From an optimization exercise on the open Yosys and OpenROAD flow, aimed at small area; shortcuts taken in it are not production practice. Where RTL was checked, it was by simulation tests only, not by an equivalence proof against the original. The clock port is modelled as an ideal driver, which makes a skipped or thinned clock tree look cheaper than it is; a real chip needs a root buffer or a tree.

the reference run:
==> flow/design.v <==
`default_nettype none
package mlp_pkg;
    typedef logic [16-1:0] word_t;
    typedef enum logic [1:0] {
        SEG_SHR2,
        SEG_SHR3,
        SEG_SHR5,
        SEG_ONE
    } sig_seg_e;
    typedef enum logic [2-1:0] {
        REG_X1     = 2'd0,
        REG_X2_GO  = 2'd1,
        REG_STATUS = 2'd2
    } wb_reg_e;
endpackage
`default_nettype wire
`timescale 1ns/10ps
`default_nettype none
module mlp_top (
    input  logic                  clk,
    input  logic                  rst,
    input  logic                  wb_cyc,
    input  logic                  wb_stb,
    input  logic                  wb_we,
    input  logic [2-1:0] wb_adr,
    input  mlp_pkg::word_t        wb_dat_i,
    output mlp_pkg::word_t        wb_dat_o,
    output logic                  wb_ack,
    output logic                  result_valid,
    output mlp_pkg::word_t        sig_value,
    output logic                  class_out
);
    logic [15:0] x1, x2;
    logic [7:0]  cnt;
    logic [1:0]  adr_q;
    logic [3:0]  vld;
    logic        access, launch;
    assign access = wb_cyc && wb_stb && !wb_ack;
    assign launch = access && wb_we && (wb_adr == 2'd1);
    always_ff @(posedge clk)
    begin
        if (rst)
        begin
            wb_ack       <= 1'b0;
            x1           <= '0;
            x2           <= '0;
            cnt          <= '0;
            vld          <= '0;
            result_valid <= 1'b0;
        end
        else
        begin
            wb_ack       <= access;
            vld          <= {vld[2:0], launch};
            result_valid <= vld[3];
            if (access && wb_we && wb_adr == 2'd0)
                x1 <= wb_dat_i;
            if (launch)
            begin
                x2  <= wb_dat_i;
                cnt <= cnt + 1'b1;
            end
        end
    end
    always_ff @(posedge clk)
    begin
        if (access)
            adr_q <= wb_adr;
    end
    always_comb
    begin
        case (adr_q)
            2'd0:    wb_dat_o = x1;
            2'd1:    wb_dat_o = x2;
            2'd2:    wb_dat_o = {8'h00, cnt};
            default: wb_dat_o = '0;
        endcase
    end
    function automatic logic [15:0] relu(input logic [15:0] v);
        relu = v[15] ? '0 : v;
    endfunction
    function automatic logic [31:0] csa(input logic [15:0] p, input logic [15:0] q, input logic [15:0] r);
        logic [15:0] k;
        k = (p & q) | (p & r) | (q & r);
        csa = {k[14:0], 1'b0, p ^ q ^ r};
    endfunction
    function automatic logic [15:0] add(input logic [15:0] p, input logic [15:0] q);
        logic [15:0] g, t;
        g = p & q;
        t = p ^ q;
        for (int d = 1; d < 16; d = d * 2)
            for (int i = 2 * d - 1; i < 16; i += 2 * d)
            begin
                g[i] = g[i] | (t[i] & g[i - d]);
                t[i] = t[i] & t[i - d];
            end
        for (int d = 4; d >= 1; d = d / 2)
            for (int i = 3 * d - 1; i < 16; i += 2 * d)
            begin
                g[i] = g[i] | (t[i] & g[i - d]);
                t[i] = t[i] & t[i - d];
            end
        add = (p ^ q) ^ {g[14:0], 1'b0};
    endfunction
    function automatic logic [15:0] add7(input logic [15:0] v);
        logic [15:0] r;
        logic        k;
        r[2:0] = v[2:0] - 3'd1;
        k = |v[2:0];
        for (int i = 3; i < 16; i++)
        begin
            r[i] = v[i] ^ k;
            k = k & v[i];
        end
        add7 = r;
    endfunction
    function automatic logic [15:0] add3(input logic [15:0] p, input logic [15:0] q, input logic [15:0] r);
        logic [31:0] s;
        s = csa(p, q, r);
        add3 = add(s[15:0], s[31:16]);
    endfunction
    function automatic logic [15:0] add4(input logic [15:0] p, input logic [15:0] q, input logic [15:0] r,
                                         input logic [15:0] w);
        logic [31:0] s, u;
        s = csa(p, q, r);
        u = csa(s[15:0], s[31:16], w);
        add4 = add(u[15:0], u[31:16]);
    endfunction
    logic [15:0] a_raw, b_raw, c_raw;
    logic [14:0] a_q, b_q, c_q;
    assign a_raw = add(~x1, ~x2);
    assign b_raw = add( x1, ~x2);
    assign c_raw = add(~x1,  x2);
    always_ff @(posedge clk)
    begin
        a_q <= a_raw[15] ? '0 : a_raw[14:0];
        b_q <= b_raw[15] ? '0 : b_raw[14:0];
        c_q <= c_raw[15] ? '0 : c_raw[14:0];
    end
    logic        ph;
    logic [15:0] a, b, c, c2, c4;
    logic [15:0] z, um, ut, u2, u3, u4;
    logic [15:0] acc_s, acc_c, fb_s, fb_c;
    logic [31:0] l0, l1, l2, l3, l4;
    assign ph = vld[1];
    assign a  = {1'b0, a_q};
    assign b  = {1'b0, b_q};
    assign c  = {1'b0, c_q};
    assign c2 = {c_q, 1'b0};
    assign c4 = {c_q[13:0], 2'b00};
    always_comb
    begin
        z  = add4(a, b, ph ? ~c2 : ~c4, ph ? 16'hFFFD : 16'hFFFC);
        um = relu(z);
        ut = relu(~add7(z));
        if (ph)
            ut = ut << 1;
        u2 = relu(add4(a, a << 1, b, ph ? ~c2 - 16'd2 : 16'hFFFE));
        if (ph)
            u2 = u2 << 1;
        u3 = relu(add4(a, ph ? ~b : b, c2, 16'hFFFE));
        u4 = relu(add4(~a, ph ? b : ~b, 16'hFFFD, 16'h0000));
    end
    assign fb_s = ph ? '0 : acc_s;
    assign fb_c = ph ? '0 : acc_c;
    always_comb
    begin
        l0 = csa(fb_s, fb_c, um);
        l1 = csa(u2, u3, u4);
        l2 = csa(l0[15:0], l0[31:16], l1[15:0]);
        l3 = csa(l2[15:0], l2[31:16], l1[31:16]);
        l4 = csa(l3[15:0], l3[31:16], ut);
    end
    always_ff @(posedge clk)
    begin
        acc_s <= l4[15:0];
        acc_c <= l4[31:16];
    end
    logic [15:0] s;
    logic [9:0]  e_d, e_q;
    assign s = add(acc_s, acc_c);
    always_comb
    begin
        if (s < 16'd1024)
            e_d = {2'b00, s[9:2]};
        else if (s < 16'd2432)
            e_d = 10'((s >> 3) + 16'd128);
        else if (s < 16'd5120)
            e_d = 10'((s >> 5) + 16'd352);
        else
            e_d = 10'd512;
    end
    always_ff @(posedge clk)
    begin
        e_q <= e_d;
    end
    assign sig_value = {5'b00000, e_q[9], ~e_q[9], e_q[8:0]};
    assign class_out = |e_q;
endmodule
`default_nettype wire
==> flow/config.mk <==
export PLATFORM = sky130hd
export DESIGN_NAME = mlp_top
export DESIGN_NICKNAME = mlp_top
export VERILOG_FILES = /design/flow/design.v
export SDC_FILE = /design/flow/constraint.sdc
export NUM_CORES = 4
export LEC_CHECK = 0
export CAP_MARGIN = 20
export CORE_MARGIN = 2
export CORE_UTILIZATION = 40
export SLEW_MARGIN = 20
==> flow/constraint.sdc <==
create_clock -name core_clock -period 7.0 [get_ports {clk}]
set_input_delay 1.4000 -clock core_clock [delete_from_list [all_inputs] [get_ports {clk}]]
set_output_delay 1.4000 -clock core_clock [all_outputs]
set_load 0.01 [all_outputs]
run.sh (not shown) runs the stock make flow with config.mk's settings and CLKGATE_MAP_FILE= SYNTH_SCRIPT=/design/flow/synth_recipe.tcl, a recipe that flattens the netlist after the stock synthesis.
The reference run: no failed stages, no open violations at the end
Input changes introduced in the trial run (baseline for comparison: the reference run):
-- flow/config.mk --
<<< the reference run, line 10
export CORE_UTILIZATION = 40
>>> the trial run, line 10
export CORE_UTILIZATION = 70
export CTS_BUF_LIST = sky130_fd_sc_hd__clkbuf_4 sky130_fd_sc_hd__clkbuf_8
export CTS_CLUSTER_DIAMETER = 100
export CTS_CLUSTER_SIZE = 30
export PLACE_DENSITY = 0.75
--- outcome ---
The final layouts of the reference run and the trial run pass the timing, design-rule and antenna checks.
Cell count for the trial run: about 9% down relative to the reference run
The reference run → the trial run: area of the core region dropped about 43%, hold slack rose 11 ps, maximum number of pins on one net before global-route repair went up by 2, count of plain and timing-repair buffers moved down, count of flip-flops with a built-in enable after synthesis about even.
No functional check of the RTL was part of any run of this note.

Another version of the RTL of mlp_top (not shown whole).
For scale: roughly 120 flip-flops, roughly 58 I/O pins.
Settings: LEC_CHECK=0, CAP_MARGIN=20, CORE_MARGIN=2, CORE_UTILIZATION=70, CTS_BUF_LIST=sky130_fd_sc_hd__clkbuf_4 sky130_fd_sc_hd__clkbuf_8, CTS_CLUSTER_DIAMETER=100, CTS_CLUSTER_SIZE=30, PLACE_DENSITY=0.75, SLEW_MARGIN=20, SYNTH_HIERARCHICAL=1; clock period 7.0 ns.
standard.sh (not shown) runs the stock make flow with config.mk's settings and CLKGATE_MAP_FILE= SYNTH_SCRIPT=/design/flow/synth_recipe.tcl, a recipe that flattens the netlist after the stock synthesis.
==> flow/flow/run.sh <==
#!/bin/bash
# The standard layout (the standard.sh, ORFS from synthesis to finish) with two changes:
#  - the port buffers that global placement adds are the smallest buffer, buf_1;
#  - clock tree synthesis adds no dummy loads and uses clkbuf_4/clkbuf_8, and its
#    leaf level is rebuilt with fewer, stronger buffers (flow/leaf_clusters.tcl).
# Make's full output goes to flow_make.log here; each ORFS step keeps its own log under
# orfs/logs/.
set -euo pipefail
WORK="$(cd "$(dirname "$0")/.." && pwd)"
cd "$WORK"
bash standard.sh \
    "BUFFER_PORTS_ARGS=-buffer_cell sky130_fd_sc_hd__buf_1" \
    "CTS_ARGS=-sink_clustering_enable -repair_clock_nets -sink_clustering_size 30 -sink_clustering_max_diameter 100 -buf_list {sky130_fd_sc_hd__clkbuf_4 sky130_fd_sc_hd__clkbuf_8} -dont_use_dummy_load" \
    "POST_CTS_TCL=$WORK/flow/leaf_clusters.tcl" \
    finish > "$WORK/flow_make.log" 2>&1
==> flow/flow/leaf_clusters.tcl <==
# Runs after clock tree synthesis (POST_CTS_TCL). TritonCTS builds an H-tree that
# ends in one leaf buffer per at most 15 flip-flops (16 leaves here). This replaces
# the leaf level with fewer, stronger buffers: the flip-flops are split into
# groups by position (k-means on their locations), each group driven by one
# clkbuf_16 placed at its centre and fed by the tree's root buffer. Then the
# placement is legalized again and timing repaired, as the CTS step does.
set n_groups 5
set block [ord::get_db_block]
set db [ord::get_db]
set root [$block findInst clkbuf_0_clk]
set root_net [[$root findITerm X] getNet]

set leaves {}
foreach it [$root_net getITerms] {
  set inst [$it getInst]
  if {[$inst getName] ne [$root getName]} { lappend leaves $inst }
}
set sinks {}
foreach leaf $leaves {
  set net [[$leaf findITerm X] getNet]
  foreach it [$net getITerms] {
    if {[[$it getInst] getName] ne [$leaf getName]} { lappend sinks $it }
  }
}
puts "leaf_clusters: [llength $leaves] leaf buffers, [llength $sinks] sinks"

# sink positions
set xs {}
set ys {}
foreach it $sinks {
  set loc [[$it getInst] getLocation]
  lappend xs [lindex $loc 0]
  lappend ys [lindex $loc 1]
}
# k-means with farthest-point seeding, then groups above cap shed their farthest
# members to the nearest group with room
set n [llength $sinks]
set cap [expr {($n + $n_groups - 1) / $n_groups + 1}]
set cx [list [lindex $xs 0]]
set cy [list [lindex $ys 0]]
while {[llength $cx] < $n_groups} {
  set far -1
  set fi 0
  for {set i 0} {$i < $n} {incr i} {
    set bd -1
    foreach x $cx y $cy {
      set d [expr {abs([lindex $xs $i] - $x) + abs([lindex $ys $i] - $y)}]
      if {$bd < 0 || $d < $bd} { set bd $d }
    }
    if {$bd > $far} { set far $bd; set fi $i }
  }
  lappend cx [lindex $xs $fi]
  lappend cy [lindex $ys $fi]
}
proc dist {x y cx cy k} {
  return [expr {abs($x - [lindex $cx $k]) + abs($y - [lindex $cy $k])}]
}
for {set iter 0} {$iter < 50} {incr iter} {
  set assign {}
  for {set i 0} {$i < $n} {incr i} {
    set best 0
    set bd -1
    for {set k 0} {$k < $n_groups} {incr k} {
      set d [dist [lindex $xs $i] [lindex $ys $i] $cx $cy $k]
      if {$bd < 0 || $d < $bd} { set bd $d; set best $k }
    }
    lappend assign $best
  }
  # enforce the cap
  set changed 1
  while {$changed} {
    set changed 0
    for {set k 0} {$k < $n_groups} {incr k} {
      set members {}
      for {set i 0} {$i < $n} {incr i} {
        if {[lindex $assign $i] == $k} { lappend members [list [dist [lindex $xs $i] [lindex $ys $i] $cx $cy $k] $i] }
      }
      if {[llength $members] <= $cap} continue
      set members [lsort -integer -decreasing -index 0 $members]
      set m [lindex [lindex $members 0] 1]
      set best -1
      set bd -1
      for {set j 0} {$j < $n_groups} {incr j} {
        if {$j == $k} continue
        set cnt 0
        foreach a $assign { if {$a == $j} { incr cnt } }
        if {$cnt >= $cap} continue
        set d [dist [lindex $xs $m] [lindex $ys $m] $cx $cy $j]
        if {$bd < 0 || $d < $bd} { set bd $d; set best $j }
      }
      lset assign $m $best
      set changed 1
    }
  }
  for {set k 0} {$k < $n_groups} {incr k} {
    set sx 0; set sy 0; set c 0
    for {set i 0} {$i < $n} {incr i} {
      if {[lindex $assign $i] == $k} {
        incr sx [lindex $xs $i]; incr sy [lindex $ys $i]; incr c
      }
    }
    if {$c > 0} {
      lset cx $k [expr {$sx / $c}]
      lset cy $k [expr {$sy / $c}]
    }
  }
}

# remove the old leaf level
foreach leaf $leaves {
  set net [[$leaf findITerm X] getNet]
  foreach it [$net getITerms] { $it disconnect }
  odb::dbNet_destroy $net
  odb::dbInst_destroy $leaf
}

# new leaf buffers
set master [$db findMaster sky130_fd_sc_hd__clkbuf_16]
for {set k 0} {$k < $n_groups} {incr k} {
  set inst [odb::dbInst_create $block $master "clkbuf_leaf_${k}_clk"]
  set net [odb::dbNet_create $block "clknet_leaf_${k}_clk"]
  $net setSigType CLOCK
  [$inst findITerm A] connect $root_net
  [$inst findITerm X] connect $net
  $inst setLocation [lindex $cx $k] [lindex $cy $k]
  $inst setPlacementStatus PLACED
  set c 0
  for {set i 0} {$i < $n} {incr i} {
    if {[lindex $assign $i] == $k} { [lindex $sinks $i] connect $net; incr c }
  }
  puts "leaf_clusters: group $k at ([lindex $cx $k], [lindex $cy $k]) drives $c sinks"
}

detailed_placement
estimate_parasitics -placement
repair_timing_helper
detailed_placement
check_placement -verbose
report_clock_skew
Then changed:
--- a/flow/flow/leaf_clusters.tcl
+++ b/flow/flow/leaf_clusters.tcl
@@ -4,5 +4,5 @@
 # groups by position (k-means on their locations), each group driven by one
-# clkbuf_16 placed at its centre and fed by the tree's root buffer. Then the
+# clkbuf_8 placed at its centre and fed by the tree's root buffer. Then the
 # placement is legalized again and timing repaired, as the CTS step does.
-set n_groups 5
+set n_groups 7
 set block [ord::get_db_block]
@@ -117,3 +117,3 @@
 # new leaf buffers
-set master [$db findMaster sky130_fd_sc_hd__clkbuf_16]
+set master [$db findMaster sky130_fd_sc_hd__clkbuf_8]
 for {set k 0} {$k < $n_groups} {incr k} {
Result: The new run produced a clean layout; die area stays the same; core utilization shrinks by 0.20 points; first-iteration DRC count grows by a few percent; maximum frequency stays flat; wire length grows slightly; setup slack got worse by 0.0043 ns.
In every run of this note, the design's own scripts or RTL, not TritonCTS, make the clock network.

## separate check: timing with driven ports
How much do the figures lean on ideal ports? The routed layouts below were timed once more, with nothing changed but the port constraints.
Step 1 (the two cells are an assumption about what drives the block):
set clk [get_ports {clk}]
set_driving_cell -lib_cell sky130_fd_sc_hd__clkbuf_16 $clk
set_driving_cell -lib_cell sky130_fd_sc_hd__buf_2 [delete_from_list [all_inputs] $clk]
Step 2 times the ports against the registers' clock, not the clock port: input delays grow and output delays shrink by t, the midpoint of the rising clock arrivals with the driver on.
Slacks: no drivers / after step 1 / after step 2; pairs: no drivers / after step 1.
run	t, ns	slack for setup (ns)	hold WS [ns]	pins driven straight from the clock port
the reference run	0.482	0.369 / 0.369 / 0.369	0.446 / 0.446 / 0.446	1
the trial run	0.514	0.295 / 0.295 / 0.295	0.456 / 0.456 / 0.456	1
the first run of note 2	0.441	0.288 / 0.288 / 0.288	0.350 / 0.350 / 0.350	1
the second run of note 2	0.444	0.284 / 0.284 / 0.284	0.352 / 0.352 / 0.352	1
After both steps setup and hold are still met in every run listed.
